What follows belongs to an exercise in optimizing a design on an open flow for small area, a short achievable clock period and few clock cycles per item; a production flow would make more cautious choices. Function was checked by simulation only, so behaviour that the tests miss may differ from the original. No activity file was given, so power comes from the tool's default toggle rates.

File: flow/flow/run.sh
#!/bin/bash
set -euo pipefail
bash standard.sh SETUP_SLACK_MARGIN=6.5 finish > standard_flow.log 2>&1
File: flow/standard.sh
#!/bin/bash
# synth_recipe.tcl (not shown) runs the flow's synth.tcl, then flattens the netlist and writes it again
# the make line also repeats each setting of config.mk as NAME=value (left out here)
make -C /OpenROAD-flow-scripts/flow DESIGN_CONFIG=/design/flow/config.mk WORK_HOME=/design/flow/orfs CLKGATE_MAP_FILE= SYNTH_SCRIPT=/design/flow/synth_recipe.tcl "${@:-finish}"
File: flow/config.mk
export PLATFORM = sky130hd
export DESIGN_NAME = cpu_core
export DESIGN_NICKNAME = cpu_core
export VERILOG_FILES = /design/flow/design.v
export SDC_FILE = /design/flow/constraint.sdc
export NUM_CORES = 4
export LEC_CHECK = 0
export CAP_MARGIN = 20
export CELL_PAD_IN_SITES_DETAIL_PLACEMENT = 1
export CELL_PAD_IN_SITES_GLOBAL_PLACEMENT = 2
export CORE_MARGIN = 2
export CORE_UTILIZATION = 55
export SLEW_MARGIN = 20
File: flow/constraint.sdc
create_clock -name core_clock -period 9.0 [get_ports {clk}]
set_input_delay 1.8000 -clock core_clock [delete_from_list [all_inputs] [get_ports {clk}]]
set_output_delay 1.8000 -clock core_clock [all_outputs]
set_load 0.01 [all_outputs]
File: flow/design.v
`default_nettype none
package cpu_pkg;
    localparam logic [2:0] F3_ADD  = 3'b000;
    localparam logic [2:0] F3_SLL  = 3'b001;
    localparam logic [2:0] F3_SLT  = 3'b010;
    localparam logic [2:0] F3_SLTU = 3'b011;
    localparam logic [2:0] F3_XOR  = 3'b100;
    localparam logic [2:0] F3_SR   = 3'b101;
    localparam logic [2:0] F3_OR   = 3'b110;
    localparam logic [2:0] F3_AND  = 3'b111;
endpackage
`default_nettype wire
`default_nettype none
module register_file (
    input  wire                        clk,
    input  wire                        rstn,
    input  wire [5-1:0]   rd_idx,
    input  wire                        rd_zero,      
    output logic [32-1:0]       rd_data,
    input  wire                        wr_en,
    input  wire [5-1:0]   wr_idx,
    input  wire [32-1:0]        wr_data
);
    logic [32-1:0]      regs  [32];
    logic [32-1:0] valid;
    assign valid[0] = 1'b0;
    for (genvar i = 1; i < 32; i++) begin : g_valid
        always_ff @(posedge clk or negedge rstn) begin
            if (!rstn) begin
                valid[i] <= 1'b0;
            end else if (wr_en && wr_idx == i) begin
                valid[i] <= 1'b1;
            end
        end
    end
    assign regs[0] = '0;
    for (genvar i = 1; i < 32; i++) begin : g_reg
        always_ff @(posedge clk) begin
            if (wr_en && wr_idx == i) begin
                regs[i] <= wr_data;
            end
        end
    end
    assign rd_data = (valid[rd_idx] && !rd_zero) ? regs[rd_idx] : '0;
endmodule
`default_nettype wire
`default_nettype none
module dispatch_unit (
    input  wire                          clk,
    input  wire                          rstn,
    input  wire                          psel,
    input  wire                          penable,
    input  wire                          pwrite,
    input  wire [12-1:0]    paddr,
    input  wire [32-1:0]          pwdata,
    output logic [32-1:0]         prdata,
    output logic                         pready,
    output logic                         pslverr,
    output logic [5-1:0]    rd_idx,
    output logic                         rd_zero,
    input  wire [32-1:0]          rd_data,
    output logic                         ex_cin,
    output logic                         ex_left,
    output logic                         ex_sra,
    output logic [7:0]                   ex_sel,
    output logic [32-1:0]         ex_a,
    output logic [32-1:0]         ex_b,
    input  wire [32-1:0]          ex_y,
    output logic                         wr_en,
    output logic [5-1:0]    wr_idx,
    output logic [32-1:0]         wr_data
);
    logic                        setup;
    logic                        instr_addr;
    logic                        status_addr;
    logic                        reg_addr;
    logic [6:0]                  opcode;
    logic [2:0]                  funct3;
    logic [6:0]                  funct7;
    logic                        is_op;
    logic                        is_imm;
    logic                        legal;
    logic                        err;
    logic                        alt;
    logic                        sub;
    logic                        fwd;
    logic [32-1:0]        opnd;
    logic [32-1:0]        opb;
    logic [32-1:0]        opa_q;
    logic                        err_q;
    logic                        first_q;    
    logic                        write_q;    
    logic                        wait_q;     
    logic [5-1:0]   hidx_q;     
    logic                        late_q;     
    logic                        x_v;
    logic [5-1:0]   x_rd;
    assign setup       = psel & ~penable;
    assign instr_addr  = paddr == 12'h000;
    assign status_addr = paddr == 12'h004;
    assign reg_addr    = paddr[11:7] == 5'b00001 && paddr[1:0] == 2'b00;
    assign opcode = pwdata[6:0];
    assign funct3 = pwdata[14:12];
    assign funct7 = pwdata[31:25];
    assign is_op  = opcode == 7'b0110011;
    assign is_imm = opcode == 7'b0010011;
    always_comb begin
        legal = 1'b0;
        if (is_op) begin
            legal = funct7 == 7'h00 || (funct7 == 7'h20 && (funct3 == 3'b000 || funct3 == 3'b101));
        end else if (is_imm) begin
            if (funct3 == 3'b001)      legal = funct7 == 7'h00;
            else if (funct3 == 3'b101) legal = funct7 == 7'h00 || funct7 == 7'h20;
            else                       legal = 1'b1;
        end
    end
    assign err = pwrite ? !(instr_addr && legal) : !(status_addr || reg_addr);
    assign alt = pwdata[30] && (is_op || funct3 == 3'b101);
    assign sub = (funct3 == 3'b000 && alt) || funct3 == 3'b010 || funct3 == 3'b011;
    assign rd_idx  = !first_q ? pwdata[19:15] : write_q ? pwdata[24:20] : hidx_q;
    assign rd_zero = !first_q && !pwrite;
    assign fwd  = wr_en && wr_idx == rd_idx && !rd_zero;
    assign opnd = fwd ? wr_data : rd_data;
    assign opb  = is_imm ? {{(32 - 12){pwdata[31]}}, pwdata[31:20]} : opnd;
    always_ff @(posedge clk) begin
        if (first_q && !write_q) begin
            opa_q <= opnd;
        end else if (late_q) begin
            opa_q <= wr_data;
        end else if (!penable) begin
            opa_q <= opnd;
        end
    end
    always_ff @(posedge clk) begin
        ex_b    <= opb ^ {32{sub}};
        ex_cin  <= sub;
        ex_left <= funct3 == 3'b001;
        ex_sra  <= funct3 == 3'b101 && alt;
        ex_sel  <= 8'b1 << funct3;
        x_rd    <= pwdata[11:7];
        err_q   <= err;
        write_q <= pwrite;
        hidx_q  <= paddr[2 +: 5];
        wr_data <= ex_y;
        wr_idx  <= x_rd;
    end
    always_ff @(posedge clk or negedge rstn) begin
        if (!rstn) begin
            first_q <= 1'b0;
            wait_q  <= 1'b0;
            late_q  <= 1'b0;
            x_v     <= 1'b0;
            wr_en   <= 1'b0;
        end else begin
            first_q <= setup;
            wait_q  <= setup && !pwrite && reg_addr;
            late_q  <= setup && pwrite && x_v && x_rd == pwdata[19:15];
            x_v     <= psel && penable && pwrite && instr_addr && legal && pwdata[11:7] != '0;
            wr_en   <= x_v;
        end
    end
    assign ex_a    = opa_q;
    assign prdata  = opa_q;
    assign pready  = !wait_q;
    assign pslverr = err_q;
endmodule
`default_nettype wire
`default_nettype none
module alu_lane (
    input  wire [32-1:0]    a,
    input  wire [32-1:0]    b,         
    input  wire                    cin,       
    input  wire                    left,      
    input  wire                    sra,       
    input  wire [7:0]              sel,       
    output logic [32-1:0]   y
);
    logic [32-1:0] sum;
    logic                 lt;
    logic                 ltu;
    logic                 fill;
    logic [32-1:0] a_rev;
    logic [32-1:0] sh_in;
    logic [32-1:0] sh_out;
    logic [32-1:0] sh_rev;
    assign sum = a + b + {{(32 - 1){1'b0}}, cin};
    assign lt  = (a[31] ^ b[31]) ? sum[31] : a[31];
    assign ltu = (a[31] ^ b[31]) ? sum[31] : ~b[31];
    for (genvar i = 0; i < 32; i++) begin : g_rev
        assign a_rev[i]  = a[32-1-i];
        assign sh_rev[i] = sh_out[32-1-i];
    end
    assign fill   = sra & a[31];
    assign sh_in  = left ? a_rev : a;
    assign sh_out = $signed({fill, sh_in}) >>> b[4:0];
    assign y = ({32{sel[cpu_pkg::F3_ADD]}} & sum)
             | ({32{sel[cpu_pkg::F3_SLL]}} & sh_rev)
             | ({32{sel[cpu_pkg::F3_SR]}}  & sh_out)
             | ({32{sel[cpu_pkg::F3_XOR]}} & (a ^ b))
             | ({32{sel[cpu_pkg::F3_OR]}}  & (a | b))
             | ({32{sel[cpu_pkg::F3_AND]}} & (a & b))
             | {{(32 - 1){1'b0}}, (sel[cpu_pkg::F3_SLT] & lt) | (sel[cpu_pkg::F3_SLTU] & ltu)};
endmodule
`default_nettype wire
`default_nettype none
module cpu_core (
    input  wire                         clk,
    input  wire                         rstn,
    input  wire                         psel,
    input  wire                         penable,
    input  wire                         pwrite,
    input  wire [12-1:0]   paddr,
    input  wire [32-1:0]         pwdata,
    output logic [32-1:0]        prdata,
    output logic                        pready,
    output logic                        pslverr
);
    logic [5-1:0] rd_idx;
    logic                      rd_zero;
    logic [32-1:0]      rd_data;
    logic                      ex_cin;
    logic                      ex_left;
    logic                      ex_sra;
    logic [7:0]                ex_sel;
    logic [32-1:0]      ex_a;
    logic [32-1:0]      ex_b;
    logic [32-1:0]      ex_y;
    logic                      wr_en;
    logic [5-1:0] wr_idx;
    logic [32-1:0]      wr_data;
    dispatch_unit u_dispatch (.*);
    alu_lane u_alu (
        .cin  (ex_cin),
        .left (ex_left),
        .sra  (ex_sra),
        .sel  (ex_sel),
        .a   (ex_a),
        .b   (ex_b),
        .y   (ex_y)
    );
    register_file u_regs (.*);
endmodule
`default_nettype wire
==> impl_results.md, run 1 <==
* Initial antenna violation count at 42
* Syn Nets at 3570
* Initial Utilization at 0.556
* Post-Synth XOR/XNOR Area at 0.0109
* Netlist Area Pre-Place at 48400 um^2
* TritonCTS buffer count at 111
* IO buf count at 82
* Simple-gate share of the synthesized area at 0.103
* GR Util All Layers at 0.848
* Die width at 301 um
* Fraction of the mapped netlist area in compound gates at 0.123
* Root buf cell: clkbuf_16
* Ranking of synthesized cells by area: edfxtp_1 (63%), dfxtp_1 (3.8%), a22oi_1 (3.5%)
* Primary FF master, synth: edfxtp_1
* Post-Synthesis Cells at 3455
* Outcome: did not finish
* Grt ovf at 451
* Syn_area_per_cell at 14.0 um^2
* Combinational family with the most area after synthesis: compound AO/OA/AOI/OAI gates
* Ports at 83
* Hold buffers post-CTS at 0
* Area share of the largest cell type after synthesis at 0.635
* Post-synth EDFFs at 1024
* YS warnings at 3
* Clk sink count at 1152
* Post-synthesis mux area share at 0.0280
* Cell taking the most area after synthesis: edfxtp_1
* Stop err: [ERROR GRT-0232] Routing congestion too high. Check the congestion heatmap in the GUI.
* Exit stage: global routing
* WEP type: register data pin
* Post-DP HPWL at 113 mm
* Largest net degree at the start of global routing at 37
* FP Rows at 108
* CTS Buffer Depth at 3
* Seq/Total Area, Yosys at 0.692
* Synth Area in Adders at 0.0174
* GPL Wtd Cong at 0.928
* Die H at 301 um
* Synth Register Bits at 1152
* Netlist cell types at 85
* Htree depth at 3
* Post-synth ARST share at 0.0313
* GRT worst endpoint: u_dispatch.ex_b[5]$_DFF_P_/D
## cell usage after synthesis, types with 65 or more instances
cell and number:
nand2_1 189, dfxtp_1 92, clkbuf_1 146, and3_1 236, edfxtp_1 1024, nand3_1 141
a221oi_1 65, nor2_1 169, inv_1 83, a21oi_1 112, a22oi_1 224, o21ai_0 96
## repair_timing
item | CTS
setup endpoints to repair | 187
cloned | 42
resized for setup | 894
setup buffers | 319
pin swaps | 238
## metrics by stage
step                area [um^2]  std cells  total power (uW)  worst slack, ns
floorplan                 49500       3455              7320             5.05
global placement          51800       4593              8010             2.13
detailed placement        51800       4593              8080             2.30
CTS                       62800       5164             13400             5.12
## power groups by stage
stage          clock network (uW)  logic (uW)  registers [uW]
2_1_floorplan                   0         849            6470
3_3_place_gp                    0        1430            6580
3_5_place_dp                    0        1470            6610
4_1_cts                      4700        2190            6470
## routing by layer
layer / overflow / GRT usage
met2: 175 / 0.949
met5: 7 / 0.493
met3: 34 / 0.755
met4: 219 / 0.831
met1: 16 / 0.860
## logic make-up after synthesis
| kind of cell | after synthesis |
|---|---|
| flops | 1152 |
| simple gates | 953 |
| compound gates | 832 |
| buf+inv | 301 |
| mux | 91 |
| fa+ha+maj | 66 |
| xor+xnor | 60 |
## how the worst max path moves through the flow
stage	startpoint	end	slack, ns
CTS	pwdata[20]	u_dispatch.opa_q[23]	5.12
floorplan	pwdata[15]	u_dispatch.ex_b[18]	5.05
global placement	pwdata[16]	u_dispatch.ex_b[0]	2.13
detailed placement	pwdata[16]	u_dispatch.ex_b[0]	2.30
Testbench counts, summed over its fixed seeds: cycles 4,816, instrs 2,400.
==> run 2, diff against run 1 <==
--- a/flow/design.v
+++ b/flow/design.v
@@ -14,8 +14,8 @@
 module register_file (
     input  wire                        clk,
     input  wire                        rstn,
-    input  wire [5-1:0]   rd_idx,
-    input  wire                        rd_zero,      
+    input  wire [32-1:0]   rd_sel,       
+    output logic [32-1:0]  rd_valid,
     output logic [32-1:0]       rd_data,
     input  wire                        wr_en,
     input  wire [5-1:0]   wr_idx,
@@ -41,7 +41,13 @@
             end
         end
     end
-    assign rd_data = (valid[rd_idx] && !rd_zero) ? regs[rd_idx] : '0;
+    assign rd_valid = valid;
+    always_comb begin
+        rd_data = '0;
+        for (int i = 1; i < 32; i++) begin
+            rd_data = rd_data | (regs[i] & {32{rd_sel[i]}});
+        end
+    end
 endmodule
 `default_nettype wire
 `default_nettype none
@@ -56,8 +62,8 @@
     output logic [32-1:0]         prdata,
     output logic                         pready,
     output logic                         pslverr,
-    output logic [5-1:0]    rd_idx,
-    output logic                         rd_zero,
+    output logic [32-1:0]    rd_sel,
+    input  wire [32-1:0]     rd_valid,
     input  wire [32-1:0]          rd_data,
     output logic                         ex_cin,
     output logic                         ex_left,
@@ -81,18 +87,27 @@
     logic                        is_imm;
     logic                        legal;
     logic                        err;
-    logic                        alt;
-    logic                        sub;
-    logic                        fwd;
+    logic [32-1:0]        ir;         
+    logic [2:0]                  ir_f3;
+    logic                        ir_alt;
+    logic                        ir_sub;
+    logic                        accept;
+    logic [5-1:0]   idx_next;
+    logic                        fwd_q;
+    logic                        busy_q;     
     logic [32-1:0]        opnd;
     logic [32-1:0]        opb;
     logic [32-1:0]        opa_q;
+    logic [32-1:0]        rdata_q;
     logic                        err_q;
+    logic                        imm_q;      
+    logic                        alt_q;      
     logic                        first_q;    
-    logic                        write_q;    
-    logic                        wait_q;     
+    logic                        wait1_q;    
+    logic                        wait2_q;    
     logic [5-1:0]   hidx_q;     
     logic                        late_q;     
+    logic                        r_v;
     logic                        x_v;
     logic [5-1:0]   x_rd;
     assign setup       = psel & ~penable;
@@ -114,54 +129,67 @@
             else                       legal = 1'b1;
         end
     end
+    assign accept = psel && penable && pwrite && instr_addr && legal && pwdata[11:7] != '0;
     assign err = pwrite ? !(instr_addr && legal) : !(status_addr || reg_addr);
-    assign alt = pwdata[30] && (is_op || funct3 == 3'b101);
-    assign sub = (funct3 == 3'b000 && alt) || funct3 == 3'b010 || funct3 == 3'b011;
-    assign rd_idx  = !first_q ? pwdata[19:15] : write_q ? pwdata[24:20] : hidx_q;
-    assign rd_zero = !first_q && !pwrite;
-    assign fwd  = wr_en && wr_idx == rd_idx && !rd_zero;
-    assign opnd = fwd ? wr_data : rd_data;
-    assign opb  = is_imm ? {{(32 - 12){pwdata[31]}}, pwdata[31:20]} : opnd;
+    assign ir_f3  = ir[14:12];
+    assign ir_alt = alt_q;
+    assign ir_sub = (ir_f3 == 3'b000 && ir_alt) || ir_f3 == 3'b010 || ir_f3 == 3'b011;
+    assign idx_next = first_q ? pwdata[24:20] : wait1_q ? hidx_q : pwdata[19:15];
     always_ff @(posedge clk) begin
-        if (first_q && !write_q) begin
+        for (int i = 0; i < 32; i++) begin
+            rd_sel[i] <= idx_next == i && (rd_valid[i] || (wr_en && wr_idx == i));
+        end
+        fwd_q <= x_v && x_rd == idx_next;
+    end
+    assign opnd = fwd_q ? wr_data : rd_data;
+    assign opb  = imm_q ? {{(32 - 12){ir[31]}}, ir[31:20]} : opnd;
+    always_ff @(posedge clk) begin
+        if (late_q) begin
+            opa_q <= wr_data;
+        end else if (first_q) begin
             opa_q <= opnd;
-        end else if (late_q) begin
-            opa_q <= wr_data;
-        end else if (!penable) begin
-            opa_q <= opnd;
         end
     end
     always_ff @(posedge clk) begin
-        ex_b    <= opb ^ {32{sub}};
-        ex_cin  <= sub;
-        ex_left <= funct3 == 3'b001;
-        ex_sra  <= funct3 == 3'b101 && alt;
-        ex_sel  <= 8'b1 << funct3;
-        x_rd    <= pwdata[11:7];
+        ir      <= pwdata;
+        imm_q   <= is_imm;
+        alt_q   <= pwdata[30] && (is_op || funct3 == 3'b101);
+        hidx_q  <= paddr[2 +: 5];
         err_q   <= err;
-        write_q <= pwrite;
-        hidx_q  <= paddr[2 +: 5];
+        rdata_q <= wait2_q ? opnd : '0;
+        ex_b    <= opb ^ {32{ir_sub}};
+        ex_cin  <= ir_sub;
+        ex_left <= ir_f3 == 3'b001;
+        ex_sra  <= ir_f3 == 3'b101 && ir_alt;
+        ex_sel  <= 8'b1 << ir_f3;
+        x_rd    <= ir[11:7];
         wr_data <= ex_y;
         wr_idx  <= x_rd;
     end
     always_ff @(posedge clk or negedge rstn) begin
         if (!rstn) begin
             first_q <= 1'b0;
-            wait_q  <= 1'b0;
+            wait1_q <= 1'b0;
+            wait2_q <= 1'b0;
+            busy_q  <= 1'b0;
             late_q  <= 1'b0;
+            r_v     <= 1'b0;
             x_v     <= 1'b0;
             wr_en   <= 1'b0;
         end else begin
-            first_q <= setup;
-            wait_q  <= setup && !pwrite && reg_addr;
-            late_q  <= setup && pwrite && x_v && x_rd == pwdata[19:15];
-            x_v     <= psel && penable && pwrite && instr_addr && legal && pwdata[11:7] != '0;
+            first_q <= setup && pwrite;
+            wait1_q <= setup && !pwrite && reg_addr;
+            wait2_q <= wait1_q;
+            late_q  <= first_q && x_v && x_rd == ir[19:15];
+            busy_q  <= (setup && !pwrite && reg_addr) || wait1_q;
+            r_v     <= accept;
+            x_v     <= r_v;
             wr_en   <= x_v;
         end
     end
     assign ex_a    = opa_q;
-    assign prdata  = opa_q;
-    assign pready  = !wait_q;
+    assign prdata  = rdata_q;
+    assign pready  = !busy_q;
     assign pslverr = err_q;
 endmodule
 `default_nettype wire
@@ -215,8 +243,8 @@
     output logic                        pready,
     output logic                        pslverr
 );
-    logic [5-1:0] rd_idx;
-    logic                      rd_zero;
+    logic [32-1:0] rd_sel;
+    logic [32-1:0] rd_valid;
     logic [32-1:0]      rd_data;
     logic                      ex_cin;
     logic                      ex_left;
--- a/flow/config.mk
+++ b/flow/config.mk
@@ -9,5 +9,5 @@
 export CELL_PAD_IN_SITES_DETAIL_PLACEMENT = 1
 export CELL_PAD_IN_SITES_GLOBAL_PLACEMENT = 2
 export CORE_MARGIN = 2
-export CORE_UTILIZATION = 55
+export CORE_UTILIZATION = 40
 export SLEW_MARGIN = 20
==> run 2 against run 1 <==
Net effect: now clean on timing, DRC and antenna; area after synthesis increased by 1.1%; synthesized cell count decreased by 6.8%.
==> impl_results.md, run 2 <==
* Outcome: finished clean
* Reg-to-Reg Start: u_dispatch.ex_b[0]
* Commonest non-fill, non-tap cell in the layout: edfxtp_1
* Seq/Total Area, Yosys at 0.723
* DP Worst Slack at 5.41 ns
* Netlist Area Pre-Place at 48900 um^2
* GR Util All Layers at 0.315
* NetSw at 2950 uW
* Hold buffers post-CTS at 0
* Fin area at 59900 um^2
* Avg WL per Cell at 38.5 um
* Hold EP: u_dispatch.x_rd[1]
* Die area at 125000 um^2
* Leakage Power at 0.0206 uW
* Register area at 35500 um^2
* Commonest cells post-synth: edfxtp_1 (1024), dfxtp_1 (182), a221oi_1 (172)
* Post-synth EDFFs at 1024
* Slew HR at 0.238
* Clk_skew at 0.0319 ns
* Post-layout nets at 3618
* Clock network power share at 0.427
* Least-Margin Pin Slew at 1.14 ns
* Antenna-violating nets left at 0
* Most frequent cells in the layout: edfxtp_1 (1024), a22oi_1 (165), a22o_1 (161), a221oi_1 (159), buf_4 (151)
* Syn Nets at 3336
* Fmax at 327 MHz
* Root buf cell: clkbuf_16
* Hold path depth at 0
* Min Tclk post-route at 3.06 ns
* CP startpoint kind: flip-flop
* Sw Ratio at 0.234
* Total negative slack at 0 ns
* Syn_area_per_cell at 15.2 um^2
* WP data arrival at 1.26 ns
* Ports at 83
* TritonCTS buffer count at 137
* Die width at 354 um
* Die H at 354 um
* Filler Cell Count at 11500
* Ranking of synthesized cells by area: edfxtp_1 (63%), dfxtp_1 (7.4%), a221oi_1 (3.1%)
* Sequential share of power at 0.514
* Drt via density at 6.34
* R2R cell count at 11
* IO buf count at 82
* Final critical-path share of the clock period at 0.340
* CP Class: flip-flop to output pin
* Core box area at 122000 um^2
* Placed insts at 4834
* Internal Pwr Total at 9660 uW
* Post-synth ARST share at 0.0313
* Worst-path fanout max at 1
* Clk sink count at 1245
* CP Data Required Time at 7.20 ns
* Max reg flops at 992
* Top-count cell post-synth: edfxtp_1
* Reg2Reg Setup Slack at 6.05 ns
* YS warnings at 3
* Worst skew pair latency at 0.76 ns
* Initial antenna violation count at 9
* Final Setup Violations at 0
* Worst vdd ir at 196 uV
* Power per cell area at 211 nW/um^2
* Combinational share of power at 0.059
* RSZ-0062 raised after global routing: true
* Largest net degree at the start of global routing at 42
* Area share of the largest cell type after synthesis at 0.628
* Worst Hold Class: flip-flop to flip-flop
* Worst setup EP type: output pin
* Final Hold Vio Count at 0
* DRT Wirelength at 201 mm
* Max Transition Viols Final at 0
* DR vias at 33200
* Layout cells sized above 1 at 0.256
* Area delta synth->final at 22.3%
* Multi-input logic area at 14100 um^2
* Reg2reg end: u_dispatch.wr_data[31]
* Post-Synthesis Cells at 3221
* CTS Buffer Depth at 3
* Worst-path clk slew at 0.06 ns
* GPL Wtd Cong at 0.875
* Area after DPL at 52400 um^2
* Initial Utilization at 0.403
* Max Cap Viol at 0
* Netlist cell types at 73
* Most flops, register: u_regs.regs
* DRT Pass-1 Iters at 5
* Primary FF master, synth: edfxtp_1
* FP Rows at 128
* Non-Filler Instances at 5239
* Post-route DRC at 0
* Critical hold path startpoint: u_dispatch.ir[8]
* Vias in the first global route at 33100
* Cell taking the most area after synthesis: edfxtp_1
* CTS tree: built
* Htree depth at 4
* DRC violation total after the first TritonRoute iteration at 4276
* Synth Register Bits at 1245
* First-pass GRT wire length at 274 mm
* Post-DP HPWL at 105 mm
* Grt ovf at 0
* Worst setup margin at 5.94 ns
-- run 2: cell type report --
class,count,share of cell area
diodes,3,0.000125
repair buffers,331,0.0592
multi-input cells,1674,0.235
well taps,1625,0.0340
flip-flops and latches,1245,0.593
clock buffers,184,0.0626
inverters,114,0.00786
clock inverters,63,0.00784
-- run 2: worst max-delay path, cell delays in order, from the launching register on --
cell and delay [ns]:
dfrtp_1 0.37, inv_2 0.06, buf_6 0.09
-- run 2: kinds of logic (layout without fill, tap and decap cells) --
group,count (synthesis),after routing,share of synthesized area
other,0,3,0
multiplexers,121,121,0.0359
adder cells (fa/ha/maj),66,66,0.0172
flip-flops,1245,1245,0.723
AND/OR/NAND/NOR,552,552,0.0578
buffers and inverters,302,692,0.0240
AO/OA/AOI/OAI,873,873,0.131
XOR/XNOR,62,62,0.0111
-- run 2: power groups by stage --
stage                     sequential, uW  clock [uW]  combinational (uW)
after floorplan                     6630           0                 293
after global placement              6600           0                 576
after detailed placement            6610           0                 595
after CTS                           6480        5430                 702
after global routing                6490        5660                 795
final                               6480        5380                 747
-- run 2: routing by layer --
layer	wire length, um	share of wire	vias to the layer above	global-route usage
li1	-	-	13400	-
met3	14700	0.073	302	0.0454
met1	83400	0.41	17900	0.434
met4	5580	0.028	2	0.0844
met2	97800	0.49	1567	0.523
met5	13	0.000065	-	0
-- run 2: how the worst max path moves through the flow --
stage	slack (ns)	endpoint	cells past startpoint	from
6_report	5.94	pready	2	u_dispatch.busy_q
2_1_floorplan	6.12	u_dispatch.r_v	4	paddr[5]
4_1_cts	5.88	pready	2	u_dispatch.busy_q
5_1_grt	5.88	pready	2	u_dispatch.busy_q
3_3_place_gp	5.52	u_dispatch.wr_data[28]	12	u_dispatch.ex_b[0]
3_5_place_dp	5.41	u_dispatch.wr_data[28]	12	u_dispatch.ex_b[0]
-- run 2: what timing repair did --
item	in CTS	in global routing
gates resized for setup	425	153
cloned	6	2
buffers inserted	102	45
setup endpoints to repair	348	151
pin swaps	69	69
-- run 2: stage by stage --
step           total power [uW]  hold WS, ns  utilization
6_report                  12600        0.324        0.493
5_1_grt                   12900        0.333        0.492
4_1_cts                   12600        0.327        0.484
3_5_place_dp               7200        0.314        0.431
3_3_place_gp               7180        0.312        0.431
2_1_floorplan              6920        0.310            -
Testbench counts of run 2, summed over its fixed seeds: cycles 4,816, instrs 2,400.
==> run 3, diff against run 2 <==
==> flow/flow/run.sh (replaced) <==
#!/bin/bash
set -euo pipefail
bash standard.sh SETUP_SLACK_MARGIN=6 finish > standard_flow.log 2>&1
--- a/flow/config.mk
+++ b/flow/config.mk
@@ -10,4 +10,6 @@
 export CELL_PAD_IN_SITES_GLOBAL_PLACEMENT = 2
 export CORE_MARGIN = 2
 export CORE_UTILIZATION = 40
+export CTS_CLUSTER_DIAMETER = 60
+export CTS_CLUSTER_SIZE = 30
 export SLEW_MARGIN = 20
==> run 3 against run 2 <==
Net effect: register-to-register slack worse by 0.16 ns; total power shrank 4.0%; fmax fell by 1.7%; sequential power is essentially flat; global-route usage fell by 1.5 points; largest power group unchanged; die area unchanged; wire length shrank 5.0%; core utilization fell by 2.7 points; highest routed layer is now met4; sequential cell count unchanged; largest cell class unchanged; first-iteration DRC count shrank 8.4%.
==> impl_results.md, run 3 <==
* Worst-path fanout max at 4
* Post-DP HPWL at 105 mm
* FP Rows at 128
* TritonCTS buffer count at 105
* CTS Buffer Depth at 3
* Reg-to-Reg Start: u_dispatch.opa_q[0]
* CP startpoint kind: flip-flop
* Worst-path clk slew at 0.09 ns
* Slew HR at 0.306
* DRC violation total after the first TritonRoute iteration at 3918
* Commonest non-fill, non-tap cell in the layout: edfxtp_1
* Syn Nets at 3336
* Initial Utilization at 0.403
* YS warnings at 3
* Final critical-path share of the clock period at 0.346
* IO buf count at 82
* Vias in the first global route at 31900
* DR vias at 32000
* Top-count cell post-synth: edfxtp_1
* Htree depth at 3
* Reg2Reg Setup Slack at 5.89 ns
* Post-route DRC at 0
* Clk sink count at 1245
* Post-synth EDFFs at 1024
* Worst setup margin at 5.89 ns
* Clk_skew at 0.0528 ns
* GR Util All Layers at 0.300
* Core box area at 122000 um^2
* CP Class: flip-flop to flip-flop
* Final Setup Violations at 0
* CP Data Required Time at 9.58 ns
* Worst setup EP type: flip-flop
* Worst skew pair latency at 0.74 ns
* Final Hold Vio Count at 0
* Primary FF master, synth: edfxtp_1
* CP startpoint: u_dispatch.opa_q[0]
* Largest net degree at the start of global routing at 41
* Syn_area_per_cell at 15.2 um^2
* Seq/Total Area, Yosys at 0.723
* Least-Margin Pin Slew at 1.04 ns
* RSZ-0062 raised after global routing: true
* DRT Wirelength at 191 mm
* Post-layout nets at 3468
* CTS tree: built
* Most frequent cells in the layout: edfxtp_1 (1024), a22oi_1 (169), a221oi_1 (168), a22o_1 (161), a21oi_1 (147)
* DP Worst Slack at 5.17 ns
* Most flops, register: u_regs.regs
* Max reg flops at 992
* Die H at 354 um
* Post-synth ARST share at 0.0313
* Post-Synthesis Cells at 3221
* Commonest cells post-synth: edfxtp_1 (1024), dfxtp_1 (182), a221oi_1 (172)
* Max Transition Viols Final at 0
* Ports at 83
* GPL Wtd Cong at 0.885
* Hold buffers post-CTS at 0
* Fmax at 321 MHz
* Netlist Area Pre-Place at 48900 um^2
* Worst Hold Class: flip-flop to flip-flop
* Area share of the largest cell type after synthesis at 0.628
* DRT Pass-1 Iters at 5
* Root buf cell: clkbuf_16
* Avg WL per Cell at 37.7 um
* Critical hold path startpoint: u_dispatch.ir[10]
* Total negative slack at 0 ns
* Antenna-violating nets left at 0
* Leakage Power at 0.0192 uW
* Drt via density at 6.31
* Grt ovf at 0
* Die width at 354 um
* Ranking of synthesized cells by area: edfxtp_1 (63%), dfxtp_1 (7.4%), a221oi_1 (3.1%)
* Synth Register Bits at 1245
* Area delta synth->final at 15.7%
* WP data arrival at 3.69 ns
* Layout cells sized above 1 at 0.182
* Cell taking the most area after synthesis: edfxtp_1
* Max Cap Viol at 0
* Outcome: finished clean
* Initial antenna violation count at 11
* Worst vdd ir at 167 uV
* Netlist cell types at 73
* First-pass GRT wire length at 263 mm
* Power per cell area at 214 nW/um^2
* Min Tclk post-route at 3.11 ns
* Die area at 125000 um^2
[run 3: cell count changes in the layout (fill, tap and decap cells not counted), moves of 25 or more]
| cell | delta |
|---|---|
| clkinv_1 | -26 |
| clkbuf_16 | -36 |
| buf_6 | -49 |
| clkbuf_1 | -33 |
| a21oi_1 | +27 |
| buf_12 | -25 |
| buf_4 | -34 |
[run 3: kinds of logic after synthesis]
logic type / after synthesis / share of synthesized area
DFF: 1245 / 0.723
AOI/OAI and AO/OA: 873 / 0.131
xor gates and xnor gates: 62 / 0.0111
buffers and inverters: 302 / 0.0240
and+or+nand+nor: 552 / 0.0578
muxes: 121 / 0.0359
adders and majority gates: 66 / 0.0172
[run 3: report_power, final]
| group | internal [uW] | leakage [uW] | switching, uW |
|---|---|---|---|
| registers | 6380 | 0.0114 | 92.8 |
| logic | 201 | 0.00598 | 429 |
| clock network | 2500 | 0.00182 | 2490 |
[run 3: area by class of cell]
type                    count  area (um^2)
diodes                      2         5.00
clock buffers             111         2680
clock inverters            87         1120
fillers                 11700        65000
inverters                 114          448
multi-input cells        1674        12900
flip-flops and latches   1245        35500
well taps                1625         2030
repair buffers            213         1930
[run 3: final timing paths]
kind,endpoint,cells after the start
setup / recovery,u_dispatch.wr_data[31],8
hold / removal,u_dispatch.x_rd[3],0
setup reg to reg,u_dispatch.wr_data[31],8
hold reg to reg,u_dispatch.x_rd[3],0
max in group asynchronous,u_regs.valid[7],2
min in group asynchronous,u_dispatch.r_v,1
[run 3: through the flow]
| stage | utilization | hold WS (ns) | cells | instance area, um^2 | total power, uW |
|---|---|---|---|---|---|
| floorplan | - | 0.310 | 3221 | 49000 | 6900 |
| global placement | 0.429 | 0.313 | 4836 | 52100 | 7170 |
| detailed placement | 0.429 | 0.313 | 4836 | 52100 | 7190 |
| CTS | 0.463 | 0.331 | 5052 | 56300 | 12200 |
| global route | 0.466 | 0.335 | 5069 | 56600 | 12400 |
| finish | 0.466 | 0.331 | 5071 | 56600 | 12100 |
[run 3: timing repair]
action,CTS,global route
gates resized for setup,216,45
pin swaps,6,7
cloned,3,1
endpoints found under the setup margin,92,62
buffers inserted,15,15
[run 3: critical path, stage by stage (launching register included)]
cell	delay (ns)
edfxtp_1	0.49
buf_4	0.19
mux4_2	0.55
mux2_2	0.35
mux4_2	0.52
clkinv_1	0.12
a21oi_1	0.14
a221oi_1	0.46
o21ai_1	0.12
[run 3: per-layer routing]
layer,GRT usage,up-vias,share of wire
li1,-,13100,-
met1,0.412,17400,0.42
met2,0.510,1348,0.49
met3,0.0409,242,0.070
met4,0.0656,0,0.021
met5,0,-,0
==> run 4, diff against run 3 <==
--- a/flow/design.v
+++ b/flow/design.v
@@ -66,7 +66,6 @@
     input  wire [32-1:0]     rd_valid,
     input  wire [32-1:0]          rd_data,
     output logic                         ex_cin,
-    output logic                         ex_left,
     output logic                         ex_sra,
     output logic [7:0]                   ex_sel,
     output logic [32-1:0]         ex_a,
@@ -94,10 +93,12 @@
     logic                        accept;
     logic [5-1:0]   idx_next;
     logic                        fwd_q;
-    logic                        busy_q;     
+    logic                        ready_q;    
     logic [32-1:0]        opnd;
     logic [32-1:0]        opb;
     logic [32-1:0]        opa_q;
+    logic [32-1:0]        opa_src;
+    logic [32-1:0]        opa_rev;
     logic [32-1:0]        rdata_q;
     logic                        err_q;
     logic                        imm_q;      
@@ -143,11 +144,13 @@
     end
     assign opnd = fwd_q ? wr_data : rd_data;
     assign opb  = imm_q ? {{(32 - 12){ir[31]}}, ir[31:20]} : opnd;
+    assign opa_src = late_q ? wr_data : opnd;
+    for (genvar i = 0; i < 32; i++) begin : g_rev
+        assign opa_rev[i] = opa_src[32-1-i];
+    end
     always_ff @(posedge clk) begin
-        if (late_q) begin
-            opa_q <= wr_data;
-        end else if (first_q) begin
-            opa_q <= opnd;
+        if (late_q || first_q) begin
+            opa_q <= ir_f3 == 3'b001 ? opa_rev : opa_src;
         end
     end
     always_ff @(posedge clk) begin
@@ -159,7 +162,6 @@
         rdata_q <= wait2_q ? opnd : '0;
         ex_b    <= opb ^ {32{ir_sub}};
         ex_cin  <= ir_sub;
-        ex_left <= ir_f3 == 3'b001;
         ex_sra  <= ir_f3 == 3'b101 && ir_alt;
         ex_sel  <= 8'b1 << ir_f3;
         x_rd    <= ir[11:7];
@@ -171,7 +173,7 @@
             first_q <= 1'b0;
             wait1_q <= 1'b0;
             wait2_q <= 1'b0;
-            busy_q  <= 1'b0;
+            ready_q <= 1'b1;
             late_q  <= 1'b0;
             r_v     <= 1'b0;
             x_v     <= 1'b0;
@@ -181,7 +183,7 @@
             wait1_q <= setup && !pwrite && reg_addr;
             wait2_q <= wait1_q;
             late_q  <= first_q && x_v && x_rd == ir[19:15];
-            busy_q  <= (setup && !pwrite && reg_addr) || wait1_q;
+            ready_q <= !((setup && !pwrite && reg_addr) || wait1_q);
             r_v     <= accept;
             x_v     <= r_v;
             wr_en   <= x_v;
@@ -189,16 +191,15 @@
     end
     assign ex_a    = opa_q;
     assign prdata  = rdata_q;
-    assign pready  = !busy_q;
+    assign pready  = ready_q;
     assign pslverr = err_q;
 endmodule
 `default_nettype wire
 `default_nettype none
 module alu_lane (
-    input  wire [32-1:0]    a,
+    input  wire [32-1:0]    a,         
     input  wire [32-1:0]    b,         
     input  wire                    cin,       
-    input  wire                    left,      
     input  wire                    sra,       
     input  wire [7:0]              sel,       
     output logic [32-1:0]   y
@@ -207,20 +208,16 @@
     logic                 lt;
     logic                 ltu;
     logic                 fill;
-    logic [32-1:0] a_rev;
-    logic [32-1:0] sh_in;
     logic [32-1:0] sh_out;
     logic [32-1:0] sh_rev;
     assign sum = a + b + {{(32 - 1){1'b0}}, cin};
     assign lt  = (a[31] ^ b[31]) ? sum[31] : a[31];
     assign ltu = (a[31] ^ b[31]) ? sum[31] : ~b[31];
     for (genvar i = 0; i < 32; i++) begin : g_rev
-        assign a_rev[i]  = a[32-1-i];
         assign sh_rev[i] = sh_out[32-1-i];
     end
     assign fill   = sra & a[31];
-    assign sh_in  = left ? a_rev : a;
-    assign sh_out = $signed({fill, sh_in}) >>> b[4:0];
+    assign sh_out = $signed({fill, a}) >>> b[4:0];
     assign y = ({32{sel[cpu_pkg::F3_ADD]}} & sum)
              | ({32{sel[cpu_pkg::F3_SLL]}} & sh_rev)
              | ({32{sel[cpu_pkg::F3_SR]}}  & sh_out)
@@ -247,7 +244,6 @@
     logic [32-1:0] rd_valid;
     logic [32-1:0]      rd_data;
     logic                      ex_cin;
-    logic                      ex_left;
     logic                      ex_sra;
     logic [7:0]                ex_sel;
     logic [32-1:0]      ex_a;
@@ -259,7 +255,6 @@
     dispatch_unit u_dispatch (.*);
     alu_lane u_alu (
         .cin  (ex_cin),
-        .left (ex_left),
         .sra  (ex_sra),
         .sel  (ex_sel),
         .a   (ex_a),
==> run 4 against run 3 <==
Net effect: still clean on timing, DRC and antenna; fmax decreased by 1.5%; non-clock buffer count increased by 10; sequential power about the same; via count about the same; global-route usage increased by 0.27 points; worst hold slack improved by 0.0012 ns; wire length increased by 0.95%; core utilization increased by 0.24 points; critical path depth decreased by 7; design area increased by 0.38%; critical endpoint is now pready.
==> impl_results.md, run 4 <==
* Outcome: finished clean
* FP Rows at 128
* Routed wl met3 at 12.7 mm
* DR vias at 32000
* Least-Margin Pin Slew at 1.09 ns
* Max reg flops at 992
* Seq/Total Area, Yosys at 0.724
* Initial antenna violation count at 2
* GPL Wtd Cong at 0.857
* Worst path slowest cell: dfstp_2
* Total negative slack at 0 ns
* Ranking of synthesized cells by area: edfxtp_1 (63%), dfxtp_1 (7.4%), a221oi_1 (3.1%)
* Highest metal used: met4
* Post-synth EDFFs at 1024
* Avg WL per Cell at 37.9 um
* Worst setup EP type: output pin
* Max Transition Viols Final at 0
* Max Cap Viol at 0
* Routed wl met2 at 93.1 mm
* Die width at 353 um
* Largest net degree at the start of global routing at 42
* Final critical-path share of the clock period at 0.351
* Sw Ratio at 0.243
* Critical hold path startpoint: u_dispatch.ir[7]
* Ports at 83
* Clk sink count at 1244
* Hold buffers post-CTS at 0
* Post-layout nets at 3490
* Post-route DRC at 0
* Htree depth at 3
* Root buf cell: clkbuf_16
* Most flops, register: u_regs.regs
* Commonest non-fill, non-tap cell in the layout: edfxtp_1
* Leakage Power at 0.0192 uW
* Area share of the largest cell type after synthesis at 0.630
* Most frequent cells in the layout: edfxtp_1 (1024), a22oi_1 (173), a221oi_1 (170), a22o_1 (162), nand2_1 (147)
* Die area at 125000 um^2
* Syn Nets at 3346
* Clk_skew at 0.0603 ns
* IO buf count at 82
* Antenna-violating nets left at 0
* YS warnings at 3
* Worst vdd ir at 200 uV
* Crit-path cells: buf_6
* Commonest cells post-synth: edfxtp_1 (1024), dfxtp_1 (181), a22oi_1 (173)
* Fmax at 316 MHz
* Core box area at 121000 um^2
* Worst-path clk slew at 0.08 ns
* Grt ovf at 0
* TritonCTS buffer count at 110
* Reg-to-Reg Start: u_dispatch.opa_q[0]
* Synth Register Bits at 1244
* Buffer and inverter count on the worst path at 1
* Min Tclk post-route at 3.16 ns
* Vias in the first global route at 32300
* Cell taking the most area after synthesis: edfxtp_1
* WL met1 at 82.0 mm
* Sequential share of power at 0.527
* Primary FF master, synth: edfxtp_1
* CTS tree: built
* Power per cell area at 216 nW/um^2
* Hold slack at 0.332 ns
* NetSw at 2980 uW
* Layout cells sized above 1 at 0.168
* DRC violation total after the first TritonRoute iteration at 3955
* First-pass GRT wire length at 264 mm
* WP data arrival at 1.36 ns
* Area delta synth->final at 16.4%
* Die H at 353 um
* Top delay family on crit path: flip-flops
* CP Data Required Time at 7.20 ns
* Post-synth ARST share at 0.0314
* Worst setup margin at 5.84 ns
* GR Util All Layers at 0.303
* Final Setup Violations at 0
* CP startpoint kind: flip-flop
* Final Hold Vio Count at 0
* Netlist cell types at 73
* Drt via density at 6.27
* Worst Hold Class: flip-flop to flip-flop
* Syn_area_per_cell at 15.1 um^2
* CTS Buffer Depth at 3
* Worst skew pair latency at 0.75 ns
* Internal Pwr Total at 9270 uW
* DRT Wirelength at 193 mm
* Design Power at 12200 uW
* Clock network power share at 0.423
* Worst-path fanout max at 1
* DP Worst Slack at 5.01 ns
* DRT Pass-1 Iters at 6
* CP max stage delay at 0.54 ns
* RSZ-0062 raised after global routing: true
* CP startpoint: u_dispatch.ready_q
* Initial Utilization at 0.402
* Post-Synthesis Cells at 3231
* Filler Cell Count at 11800
* Netlist Area Pre-Place at 48800 um^2
* Post-DP HPWL at 107 mm
* CP Class: flip-flop to output pin
* Top-count cell post-synth: edfxtp_1
* Combinational share of power at 0.050
* Slew HR at 0.270
-- run 4: changes by cell type after synthesis, moves of 7 or more --
| cell | before | now |
|---|---|---|
| buf_2 | 5 | 12 |
| clkbuf_1 | 164 | 155 |
| mux2_2 | 44 | 5 |
| mux2i_1 | 37 | 99 |
| mux4_2 | 39 | 19 |
| nand2_1 | 141 | 148 |
| o21ai_0 | 68 | 84 |
| o21ai_1 | 20 | 6 |
-- run 4: stage by stage --
stage          cell area, um^2  utilization  std cells
2_1_floorplan            48800            -       3231
3_3_place_gp             52000        0.428       4847
3_5_place_dp             52000        0.428       4848
4_1_cts                  56400        0.464       5072
5_1_grt                  56800        0.468       5097
6_report                 56800        0.468       5102
-- run 4: cell families after synthesis --
group	count (synthesis)	synth area share
buffers and inverters	300	0.0241
flip-flops	1244	0.724
AO/OA/AOI/OAI	865	0.131
AND/OR/NAND/NOR	567	0.0592
multiplexers	129	0.0331
adder cells (fa/ha/maj)	66	0.0172
XOR/XNOR	60	0.0108
-- run 4: path summary, 6_finish.rpt --
kind | endpoint | slack (ns) | cells after the start
max | pready | 5.84 | 1
min | u_dispatch.x_rd[0] | 0.33 | 0
max reg2reg | u_dispatch.wr_data[16] | 5.95 | 12
min reg2reg | u_dispatch.x_rd[0] | 0.33 | 0
max in group asynchronous | u_dispatch.late_q | 7.09 | 1
min in group asynchronous | u_regs.valid[3] | 1.22 | 1
-- run 4: area by class of cell --
cell class	instances	area (um^2)	share of cell area
Sequential cell	1244	35500	0.625
Multi-Input combinational cell	1687	12800	0.226
Clock buffer	116	2800	0.0492
Tap cell	1625	2030	0.0358
Timing Repair Buffer	223	2030	0.0357
Clock inverter	93	1200	0.0211
Inverter	109	425	0.00749
Antenna cell	5	12.5	0.000220
-- run 4: repair_timing --
item,in CTS,in global routing
endpoints found under the setup margin,107,67
resized for setup,237,51
gates cloned,2,2
pin swaps,9,14
buffers inserted,13,23
-- run 4: power by group through the flow --
stage | registers (uW) | logic (uW) | clock network [uW]
finish | 6460 | 612 | 5180
global route | 6460 | 656 | 5440
CTS | 6460 | 588 | 5240
detailed placement | 6590 | 562 | 0
global placement | 6590 | 544 | 0
floorplan | 6620 | 250 | 0
-- run 4: metal layers --
layer  GRT usage  vias to the layer above
li1            -                    13100
met3      0.0433                      270
met2       0.500                     1355
met5           0                        -
met1       0.421                    17300
met4      0.0789                        0
Testbench counts of run 4, summed over its fixed seeds: cycles 4,816, instrs 2,400.
==> run 5, diff against run 4 <==
--- a/flow/design.v
+++ b/flow/design.v
@@ -173,7 +173,7 @@
             first_q <= 1'b0;
             wait1_q <= 1'b0;
             wait2_q <= 1'b0;
-            ready_q <= 1'b1;
+            ready_q <= 1'b0;    
             late_q  <= 1'b0;
             r_v     <= 1'b0;
             x_v     <= 1'b0;
--- a/flow/config.mk
+++ b/flow/config.mk
@@ -9,7 +9,7 @@
 export CELL_PAD_IN_SITES_DETAIL_PLACEMENT = 1
 export CELL_PAD_IN_SITES_GLOBAL_PLACEMENT = 2
 export CORE_MARGIN = 2
-export CORE_UTILIZATION = 40
-export CTS_CLUSTER_DIAMETER = 60
-export CTS_CLUSTER_SIZE = 30
+export CORE_UTILIZATION = 55
+export CTS_CLUSTER_DIAMETER = 50
+export CTS_CLUSTER_SIZE = 25
 export SLEW_MARGIN = 20
==> run 5 against run 4 <==
Net effect: still clean; register-to-register slack better by 0.06 ns; combinational power is 7.8% lower; design area is 1.4% lower; first-iteration DRC count is 25% higher; sequential power hardly changed; fmax is 5.4% higher; critical path type unchanged; critical endpoint unchanged; highest routed layer is now met5.
==> impl_results.md, run 5 <==
* DRC violation total after the first TritonRoute iteration at 4939
* Worst vdd ir at 244 uV
* Ranking of synthesized cells by area: edfxtp_1 (63%), dfxtp_1 (7.4%), a221oi_1 (3.1%)
* Grt ovf at 0
* Worst Hold Class: flip-flop to flip-flop
* Fmax at 333 MHz
* Combinational family with the most area after synthesis: compound AO/OA/AOI/OAI gates
* Ports at 83
* Commonest non-fill, non-tap cell in the layout: edfxtp_1
* Sw Ratio at 0.241
* Netlist Area Pre-Place at 48800 um^2
* Final Hold Vio Count at 0
* Syn Nets at 3346
* Fraction of the mapped netlist area in compound gates at 0.131
* Most frequent cells in the layout: edfxtp_1 (1024), a22oi_1 (173), a221oi_1 (171), a22o_1 (162), nand2_1 (147)
* Commonest cells post-synth: edfxtp_1 (1024), dfxtp_1 (181), a22oi_1 (173)
* Post-synth ARST share at 0.0314
* Core box area at 88100 um^2
* Reg2Reg Setup Slack at 6.01 ns
* Initial Utilization at 0.554
* Clk sink count at 1244
* Placed insts at 4388
* Non-Filler Instances at 4637
* YS warnings at 3
* Post-DP HPWL at 100 mm
* DRT Wirelength at 183 mm
* FP Rows at 109
* Worst path slowest cell: dfrtp_1
* First-pass GRT wire length at 253 mm
* Syn_area_per_cell at 15.1 um^2
* TritonCTS buffer count at 115
* Max reg flops at 992
* Antenna-violating nets left at 0
* DRT Pass-1 Iters at 6
* Post-Synthesis Cells at 3231
* NetSw at 2970 uW
* Post-layout nets at 3487
* Root buf cell: clkbuf_16
* Post-synthesis mux area share at 0.0331
* Area share of the largest cell type after synthesis at 0.630
* Area delta synth->final at 14.8%
* IO buf count at 82
* Post-Synth XOR/XNOR Area at 0.0108
* Seq/Total Area, Yosys at 0.724
* Max Cap Viol at 0
* GPL Wtd Cong at 0.922
* Combinational share of power at 0.046
* Layout cells sized above 1 at 0.161
* Vias in the first global route at 33400
* CP startpoint kind: flip-flop
* Worst-path clk slew at 0.07 ns
* CP max stage delay at 0.38 ns
* CP Class: flip-flop to output pin
* Post-route DRC at 0
* Worst setup EP type: output pin
* Die width at 302 um
* Buffer and inverter count on the worst path at 1
* Simple-gate share of the synthesized area at 0.0592
* Sequential share of power at 0.526
* Final design utilization at 0.636
* Outcome: finished clean
* DR vias at 33200
* Drt via density at 7.17
* Die area at 91100 um^2
* Worst skew pair latency at 0.72 ns
* Crit-path cells: buf_6
* GR Util All Layers at 0.400
* CP Data Required Time at 7.20 ns
* Htree depth at 3
* Synth Area in Adders at 0.0172
* Top-count cell post-synth: edfxtp_1
* Least-Margin Pin Slew at 1.17 ns
* Largest net degree at the start of global routing at 44
* Clk_skew at 0.0386 ns
* CTS Buffer Depth at 3
* Min Tclk post-route at 3.00 ns
* Die H at 302 um
* Final critical-path share of the clock period at 0.333
* Post-synth EDFFs at 1024
* RSZ-0062 raised after global routing: true
* Netlist cell types at 72
* Cell taking the most area after synthesis: edfxtp_1
* Power per cell area at 220 nW/um^2
* CTS tree: built
* Total negative slack at 0 ns
* Max Transition Viols Final at 0
* Worst-path fanout max at 1
* Primary FF master, synth: edfxtp_1
* Clock network power share at 0.428
* Top delay family on crit path: flip-flops
* Internal Pwr Total at 9350 uW
* WP data arrival at 1.20 ns
* Leakage Power at 0.0191 uW
* Avg WL per Cell at 39.4 um
* Initial antenna violation count at 3
* Slew HR at 0.218
* Synth Register Bits at 1244
* Final Setup Violations at 0
* Most flops, register: u_regs.regs
run 5: changes by cell type after synthesis, sizes merged:
cell	change
dfrtp	+1
dfstp	-1
run 5: final cells by class:
class	count	area, um^2
sequential	1244	35400
fill	7931	32100
multi-input combinational	1687	12700
clock buffer	123	2990
timing repair buffer	215	1830
tap	1165	1460
clock inverter	92	1160
inverter	109	428
antenna	2	5.00
run 5: power groups by stage:
stage          logic (uW)  clock network [uW]  registers, uW
2_1_floorplan         250                   0           6620
3_3_place_gp          496                   0           6610
3_5_place_dp          517                   0           6620
4_1_cts               539                5290           6480
5_1_grt               600                5480           6490
6_report              564                5270           6480
run 5: stage by stage:
| stage | area [um^2] | hold slack [ns] | setup slack (ns) | power (uW) |
|---|---|---|---|---|
| finish | 56000 | 0.331 | 6.00 | 12300 |
| floorplan | 48800 | 0.310 | 5.95 | 6870 |
| global placement | 51400 | 0.317 | 5.39 | 7100 |
| detailed placement | 51400 | 0.313 | 5.20 | 7130 |
| global route | 56000 | 0.335 | 5.93 | 12600 |
| CTS | 55700 | 0.331 | 5.96 | 12300 |
run 5: worst reg2reg max path, delay by kind of cell (launching register included):
kind            cells  cell delay [ns]
simple gates        2             0.33
flops               1             0.42
compound gates      4             1.11
xor+xnor            1             0.14
fa+ha+maj           2             0.60
buf+inv             2             0.25
run 5: logic make-up after synthesis:
family / Yosys count
muxes: 129
buffers and inverters: 300
AOI/OAI and AO/OA: 865
and+or+nand+nor: 567
xor gates and xnor gates: 60
DFF: 1244
adders and majority gates: 66
run 5: routing by layer:
| layer | global-route usage | vias to the layer above | wire length (um) |
|---|---|---|---|
| met4 | 0.202 | 2 | 10800 |
| li1 | - | 13100 | - |
| met5 | 0 | - | 14 |
| met1 | 0.532 | 17100 | 67100 |
| met3 | 0.0823 | 591 | 20200 |
| met2 | 0.633 | 2426 | 84700 |
run 5: repair_timing:
item | in CTS | in global routing
buffers inserted | 9 | 22
gates cloned | 1 | 0
gates resized for setup | 191 | 36
pin swaps | 0 | 7
setup endpoints to repair | 101 | 50
hold buffers | 0 | 0
run 5: worst paths after layout:
check / from / to / depth (start not counted)
worst max-delay path: u_dispatch.ready_q / pready / 1
worst min-delay path: u_dispatch.ir[7] / u_dispatch.x_rd[0] / 0
worst max register to register: u_dispatch.opa_q[0] / u_dispatch.wr_data[16] / 11
worst min register to register: u_dispatch.ir[7] / u_dispatch.x_rd[0] / 0
max in group asynchronous: rstn / u_dispatch.late_q / 1
min in group asynchronous: rstn / u_regs.valid[22] / 1
Testbench counts of run 5, summed over its fixed seeds: cycles 4,816, instrs 2,400.
==> run 6, diff against run 5 <==
--- a/flow/config.mk
+++ b/flow/config.mk
@@ -9,7 +9,7 @@
 export CELL_PAD_IN_SITES_DETAIL_PLACEMENT = 1
 export CELL_PAD_IN_SITES_GLOBAL_PLACEMENT = 2
 export CORE_MARGIN = 2
-export CORE_UTILIZATION = 55
+export CORE_UTILIZATION = 65
 export CTS_CLUSTER_DIAMETER = 50
 export CTS_CLUSTER_SIZE = 25
 export SLEW_MARGIN = 20
==> run 6 against run 5 <==
Net effect: the flow now stops in global routing; area after synthesis unchanged; synthesized cell count unchanged.
==> impl_results.md, run 6 <==
* Synth Register Bits at 1244
* Commonest cells post-synth: edfxtp_1 (1024), dfxtp_1 (181), a22oi_1 (173)
* Root buf cell: clkbuf_16
* Ports at 83
* GPL Wtd Cong at 0.970
* Post-DP HPWL at 106 mm
* Grt ovf at 53
* Hold buffers post-CTS at 0
* Primary FF master, synth: edfxtp_1
* Post-synth EDFFs at 1024
* Ranking of synthesized cells by area: edfxtp_1 (63%), dfxtp_1 (7.4%), a221oi_1 (3.1%)
* Area share of the largest cell type after synthesis at 0.630
* Exit stage: global routing
* Post-synth ARST share at 0.0314
* Clk sink count at 1244
* Syn Nets at 3346
* Top-count cell post-synth: edfxtp_1
* Placed insts at 4186
* Die H at 278 um
* Die width at 278 um
* Netlist Area Pre-Place at 48800 um^2
* CTS Buffer Depth at 3
* FP Rows at 100
* Htree depth at 3
* Post-Synthesis Cells at 3231
* IO buf count at 82
* Cell taking the most area after synthesis: edfxtp_1
* Initial Utilization at 0.656
* Largest net degree at the start of global routing at 42
* GR Util All Layers at 0.727
* Stop err: [ERROR GRT-0232] Routing congestion too high. Check the congestion heatmap in the GUI.
* Netlist cell types at 72
* TritonCTS buffer count at 106
* Syn_area_per_cell at 15.1 um^2
* YS warnings at 3
* Outcome: did not finish
* Seq/Total Area, Yosys at 0.724
-- run 6: cell counts after synthesis --
Identical to the previous run, type by type.
-- run 6: how the worst max path moves through the flow --
stage                        endpoint  cells past startpoint
2_1_floorplan          u_dispatch.r_v                      5
3_3_place_gp   u_dispatch.wr_data[31]                     11
3_5_place_dp     u_dispatch.rd_sel[2]                      5
4_1_cts        u_dispatch.wr_data[27]                     10
-- run 6: power groups by stage --
stage                     registers (uW)  clock network (uW)  logic [uW]
after floorplan                     6620                   0         250
after global placement              6630                   0         460
after detailed placement            6640                   0         487
after CTS                           6520                5020         550
-- run 6: what timing repair did --
| action | CTS |
|---|---|
| pin swaps | 11 |
| resized for setup | 256 |
| setup endpoints to repair | 150 |
| cloned | 0 |
| buffers inserted | 24 |
-- run 6: layer usage --
| layer | track usage | GRT overflow |
|---|---|---|
| met3 | 0.553 | 0 |
| met5 | 0.171 | 0 |
| met1 | 0.756 | 0 |
| met2 | 0.899 | 22 |
| met4 | 0.700 | 31 |
-- run 6: kinds of logic after synthesis --
| logic type | count (synthesis) | synth area share |
|---|---|---|
| XOR/XNOR | 60 | 0.0108 |
| AND/OR/NAND/NOR | 567 | 0.0592 |
| multiplexers | 129 | 0.0331 |
| AO/OA/AOI/OAI | 865 | 0.131 |
| adder cells (fa/ha/maj) | 66 | 0.0172 |
| buffers and inverters | 300 | 0.0241 |
| flip-flops | 1244 | 0.724 |
-- run 6: through the flow --
step                 util  power (uW)  area [um^2]  worst slack, ns  hold slack [ns]
floorplan               -        6870        48800             5.95            0.310
global placement    0.686        7090        51100             5.37            0.317
detailed placement  0.686        7130        51100             4.96            0.314
CTS                 0.742       12100        55300             5.86            0.338
==> run 7, diff against run 6 <==
==> flow/flow/run.sh (replaced) <==
#!/bin/bash
set -euo pipefail
bash standard.sh SETUP_SLACK_MARGIN=6.5 finish > standard_flow.log 2>&1
--- a/flow/config.mk
+++ b/flow/config.mk
@@ -9,7 +9,7 @@
 export CELL_PAD_IN_SITES_DETAIL_PLACEMENT = 1
 export CELL_PAD_IN_SITES_GLOBAL_PLACEMENT = 2
 export CORE_MARGIN = 2
-export CORE_UTILIZATION = 65
+export CORE_UTILIZATION = 55
 export CTS_CLUSTER_DIAMETER = 50
 export CTS_CLUSTER_SIZE = 25
 export SLEW_MARGIN = 20
==> run 7 against run 6 <==
Net effect: now clean on timing, DRC and antenna; area after synthesis did not move; synthesized cell count did not move.
==> impl_results.md, run 7 <==
* Top-count cell post-synth: edfxtp_1
* Slew HR at 0.240
* CP startpoint kind: flip-flop
* Least-Margin Pin Slew at 1.14 ns
* Largest net degree at the start of global routing at 40
* Root buf cell: clkbuf_16
* Worst vdd ir at 218 uV
* Post-route DRC at 0
* Max Cap Viol at 0
* Reg2Reg Setup Slack at 6.05 ns
* Initial Utilization at 0.554
* Final critical-path share of the clock period at 0.336
* Initial antenna violation count at 3
* Htree depth at 3
* Hold buffers post-CTS at 0
* Commonest cells post-synth: edfxtp_1 (1024), dfxtp_1 (181), a22oi_1 (173)
* Multi-input logic area at 13700 um^2
* Clk sink count at 1244
* Most frequent cells in the layout: edfxtp_1 (1024), a22oi_1 (171), a22o_1 (162), a221oi_1 (159), nand2_1 (135)
* Post-DP HPWL at 96.3 mm
* Syn_area_per_cell at 15.1 um^2
* GPL Wtd Cong at 0.913
* Outcome: finished clean
* Area delta synth->final at 18.7%
* Final Setup Violations at 0
* DRC violation total after the first TritonRoute iteration at 4894
* DRT Pass-1 Iters at 6
* Avg WL per Cell at 39.6 um
* Core box area at 88100 um^2
* Commonest non-fill, non-tap cell in the layout: edfxtp_1
* Most flops, register: u_regs.regs
* Worst-path fanout max at 1
* IO buf count at 82
* Crit-path cells: buf_2
* Register area at 35500 um^2
* DR vias at 33800
* YS warnings at 3
* Leakage Power at 0.0199 uW
* Post-Synthesis Cells at 3231
* Drt via density at 7.19
* Post-synth ARST share at 0.0314
* First-pass GRT wire length at 258 mm
* Post-layout nets at 3543
* RSZ-0062 raised after global routing: true
* FP Rows at 109
* Max Transition Viols Final at 0
* Cell taking the most area after synthesis: edfxtp_1
* Layout cells sized above 1 at 0.225
* CP Data Required Time at 7.20 ns
* Total negative slack at 0 ns
* Worst-path clk slew at 0.06 ns
* Min Tclk post-route at 3.02 ns
* Die width at 302 um
* Netlist Area Pre-Place at 48800 um^2
* Filler Cell Count at 7805
* Ports at 83
* Area share of the largest cell type after synthesis at 0.630
* CTS tree: built
* Vias in the first global route at 34300
* Ranking of synthesized cells by area: edfxtp_1 (63%), dfxtp_1 (7.4%), a221oi_1 (3.1%)
* Primary FF master, synth: edfxtp_1
* WP data arrival at 1.22 ns
* Post-synth EDFFs at 1024
* GR Util All Layers at 0.406
* Netlist cell types at 72
* Synth Register Bits at 1244
* Antenna-violating nets left at 0
* Die area at 91100 um^2
* Syn Nets at 3346
* Die H at 302 um
* Max reg flops at 992
* Fin area at 57900 um^2
* CP Class: flip-flop to output pin
* Worst path slowest cell: dfrtp_1
* Fmax at 331 MHz
* DRT Wirelength at 186 mm
* Buffer and inverter count on the worst path at 1
* Worst setup EP type: output pin
* Grt ovf at 0
* CTS Buffer Depth at 3
* TritonCTS buffer count at 118
* CP max stage delay at 0.36 ns
* Power per cell area at 213 nW/um^2
* Clk_skew at 0.0299 ns
* Worst skew pair latency at 0.74 ns
* Worst Hold Class: flip-flop to flip-flop
* Top delay family on crit path: flip-flops
* Area after DPL at 51600 um^2
* Final Hold Vio Count at 0
* Seq/Total Area, Yosys at 0.724
[run 7: timing repair]
action / 4_1_cts / 5_1_grt
gates resized for setup: 391 / 148
endpoints found under the setup margin: 220 / 129
gates cloned: 5 / 0
endpoints found under the hold margin: 0 / 0
setup buffers: 65 / 19
pin swaps: 52 / 46
[run 7: cell type report]
class,count,share of cell area
well taps,1165,0.0252
diodes,2,0.0000864
inverters,109,0.00748
clock buffers,130,0.0530
flip-flops and latches,1244,0.612
clock inverters,94,0.0177
repair buffers,268,0.0477
multi-input cells,1687,0.237
[run 7: path summary, 6_finish.rpt]
kind	from	endpoint	cells after the start
min in group asynchronous	rstn	u_dispatch.ready_q	1
hold reg to reg	u_dispatch.ir[11]	u_dispatch.x_rd[4]	0
hold / removal	u_dispatch.ir[11]	u_dispatch.x_rd[4]	0
max in group asynchronous	rstn	u_dispatch.late_q	1
setup reg to reg	u_dispatch.opa_q[0]	u_dispatch.wr_data[16]	11
setup / recovery	u_dispatch.ready_q	pready	1
[run 7: logic make-up after synthesis]
group	Yosys count	synth area share
multiplexers	129	0.0331
buffers and inverters	300	0.0241
AO/OA/AOI/OAI	865	0.131
AND/OR/NAND/NOR	567	0.0592
XOR/XNOR	60	0.0108
adder cells (fa/ha/maj)	66	0.0172
flip-flops	1244	0.724
[run 7: per-layer routing]
| metal | up-vias | global-route usage | wire [um] |
|---|---|---|---|
| li1 | 13200 | - | - |
| met2 | 2618 | 0.647 | 87200 |
| met5 | - | 0 | 10 |
| met4 | 2 | 0.204 | 10400 |
| met3 | 622 | 0.0814 | 21600 |
| met1 | 17300 | 0.535 | 66700 |
[run 7: power by group]
part | total [uW] | internal [uW] | leakage, uW | switching [uW]
Clock | 5210 | 2770 | 0.00196 | 2440
Combinational | 629 | 214 | 0.00650 | 415
Sequential | 6490 | 6380 | 0.0114 | 109
[run 7: metrics by stage]
stage	setup WS (ns)	total power, uW	utilization	std cells	hold slack, ns
floorplan	5.95	6880	-	3231	0.310
global placement	5.35	7110	0.585	4384	0.316
detailed placement	5.30	7140	0.585	4384	0.315
CTS	5.94	12300	0.649	4678	0.327
global route	5.96	12600	0.657	4697	0.328
finish	5.98	12300	0.657	4699	0.326
==> run 8, diff against run 7 <==
==> flow/flow/run.sh (replaced) <==
#!/bin/bash
set -euo pipefail
bash standard.sh SETUP_SLACK_MARGIN=5.8 finish > standard_flow.log 2>&1
==> run 8 against run 7 <==
Net effect: still clean; non-clock buffer count decreased by 83; core utilization is 2.4 points lower; first-iteration DRC count is 5.5% higher; worst hold slack is essentially flat; sequential share of layout area rose by 2.3 points; clock-buffer cell count is 3 lower; via count decreased by 1.8%; sequential cell count unchanged; fmax fell by 6.6%; clock skew rose by 0.0080 ns; highest routed layer unchanged.
==> impl_results.md, run 8 <==
* Worst setup EP type: flip-flop
* Fin area at 55800 um^2
* Htree depth at 3
* DRT Wirelength at 180 mm
* CP Class: flip-flop to flip-flop
* FP Rows at 109
* Die width at 302 um
* Final Setup Violations at 0
* Slew HR at 0.221
* Most flops, register: u_regs.regs
* First-pass GRT wire length at 251 mm
* Min Tclk post-route at 3.23 ns
* Cell taking the most area after synthesis: edfxtp_1
* RSZ-0062 raised after global routing: false
* Ports at 83
* Worst vdd ir at 213 uV
* Final Hold Vio Count at 0
* Worst skew pair latency at 0.73 ns
* Worst-path fanout max at 37
* Area after DPL at 51400 um^2
* Post-Synthesis Cells at 3231
* Post-DP HPWL at 97.5 mm
* DR vias at 33200
* Syn Nets at 3346
* Worst path slowest cell: a21oi_1
* Outcome: finished clean
* CTS tree: built
* Final design utilization at 0.633
* Worst setup margin at 5.77 ns
* Netlist cell types at 72
* DRC violation total after the first TritonRoute iteration at 5163
* Leakage Power at 0.0191 uW
* Die H at 302 um
* Hold buffers post-CTS at 0
* Commonest cells post-synth: edfxtp_1 (1024), dfxtp_1 (181), a22oi_1 (173)
* Final critical-path share of the clock period at 0.359
* CP Data Required Time at 9.58 ns
* CP startpoint kind: flip-flop
* Antenna-violating nets left at 0
* Ranking of synthesized cells by area: edfxtp_1 (63%), dfxtp_1 (7.4%), a221oi_1 (3.1%)
* Non-Filler Instances at 4615
* Root buf cell: clkbuf_16
* IO buf count at 82
* Initial antenna violation count at 4
* Worst Hold Class: flip-flop to flip-flop
* Initial Utilization at 0.554
* DP Worst Slack at 5.08 ns
* Placed insts at 4384
* Core box area at 88100 um^2
* Power per cell area at 222 nW/um^2
* CP dominant cell by count: a21oi_1
* Top-count cell post-synth: edfxtp_1
* Drt via density at 7.19
* TritonCTS buffer count at 119
* Total negative slack at 0 ns
* Die area at 91100 um^2
* CP max stage delay at 0.75 ns
* Fmax at 309 MHz
* Post-route DRC at 0
* Post-synth EDFFs at 1024
* Max Transition Viols Final at 0
* Commonest non-fill, non-tap cell in the layout: edfxtp_1
* GPL Wtd Cong at 0.923
* Syn_area_per_cell at 15.1 um^2
* Clk sink count at 1244
* Vias in the first global route at 33400
* Synth Register Bits at 1244
* Crit-path cells: buf_4, a21oi_1, nand4_1, nor3_1, a21oi_1, mux2i_1, xnor2_1
* YS warnings at 3
* GR Util All Layers at 0.394
* WP data arrival at 3.82 ns
==> run 8: cell counts after synthesis <==
Identical to the previous run, type by type.
==> run 8: repair_timing <==
| item | 4_1_cts | 5_1_grt |
|---|---|---|
| setup buffers | 4 | 2 |
| setup endpoints to repair | 61 | 30 |
| gates resized for setup | 47 | 23 |
==> run 8: layout make-up <==
cell class	instances	area [um^2]
Fill cell	7929	32300
Multi-Input combinational cell	1687	12600
Timing Repair Buffer	185	1640
Clock buffer	127	3070
Clock inverter	97	1160
Inverter	109	423
Sequential cell	1244	35400
Tap cell	1165	1460
Antenna cell	1	2.50
==> run 8: cell families (layout without fill, tap and decap cells) <==
family                     Yosys count  in the layout  synth area share
buffers and inverters              300            518            0.0241
other                                0              1                 0
AOI/OAI and AO/OA                  865            865             0.131
muxes                              129            129            0.0331
adders and majority gates           66             66            0.0172
and+or+nand+nor                    567            567            0.0592
DFF                               1244           1244             0.724
xor gates and xnor gates            60             60            0.0108
==> run 8: metrics by stage <==
stage	power (uW)	hold WS, ns
after floorplan	6870	0.310
after global placement	7100	0.316
after detailed placement	7130	0.318
after CTS	12400	0.333
after global routing	12700	0.333
final	12400	0.327
==> run 8: critical path, delay by kind of cell, from the launching register on <==
family / cells / cell delay [ns]
compound gates: 2 / 0.85
flops: 1 / 0.68
simple gates: 2 / 0.23
buf+inv: 1 / 0.68
mux: 1 / 0.22
xor+xnor: 1 / 0.43
==> run 8: routing by layer <==
metal	wire length, um	track usage	part of all wire	up-vias
met1	67200	0.536	0.37	17100
met2	83600	0.625	0.46	2486
met4	9730	0.187	0.054	2
li1	-	-	-	13000
met5	13	0	0.000072	-
met3	19300	0.0664	0.11	518
==> run 8: final timing paths <==
kind                                    from            endpoint  slack (ns)  depth (start not counted)
max                         u_dispatch.fwd_q  u_dispatch.ex_b[2]        5.77                          7
min                        u_dispatch.ir[10]  u_dispatch.x_rd[3]        0.33                          0
max reg2reg                 u_dispatch.fwd_q  u_dispatch.ex_b[2]        5.77                          7
min reg2reg                u_dispatch.ir[10]  u_dispatch.x_rd[3]        0.33                          0
max in group asynchronous               rstn   u_dispatch.late_q        7.08                          1
min in group asynchronous               rstn    u_regs.valid[24]        1.22                          1
==> run 8: power breakdown <==
| part | internal [uW] | switching, uW | leakage (uW) |
|---|---|---|---|
| Sequential | 6390 | 107 | 0.0114 |
| Combinational | 167 | 376 | 0.00566 |
| Clock | 2920 | 2450 | 0.00204 |

Re-timed with assumed drivers on the ports (clkbuf_16 on the clock, buf_2 on other inputs), run 8 has 5.767 ns of setup slack against 5.767 ns with ideal ports, and 5.246 ns once port delays also move by the mid clock arrival of 0.778 ns.
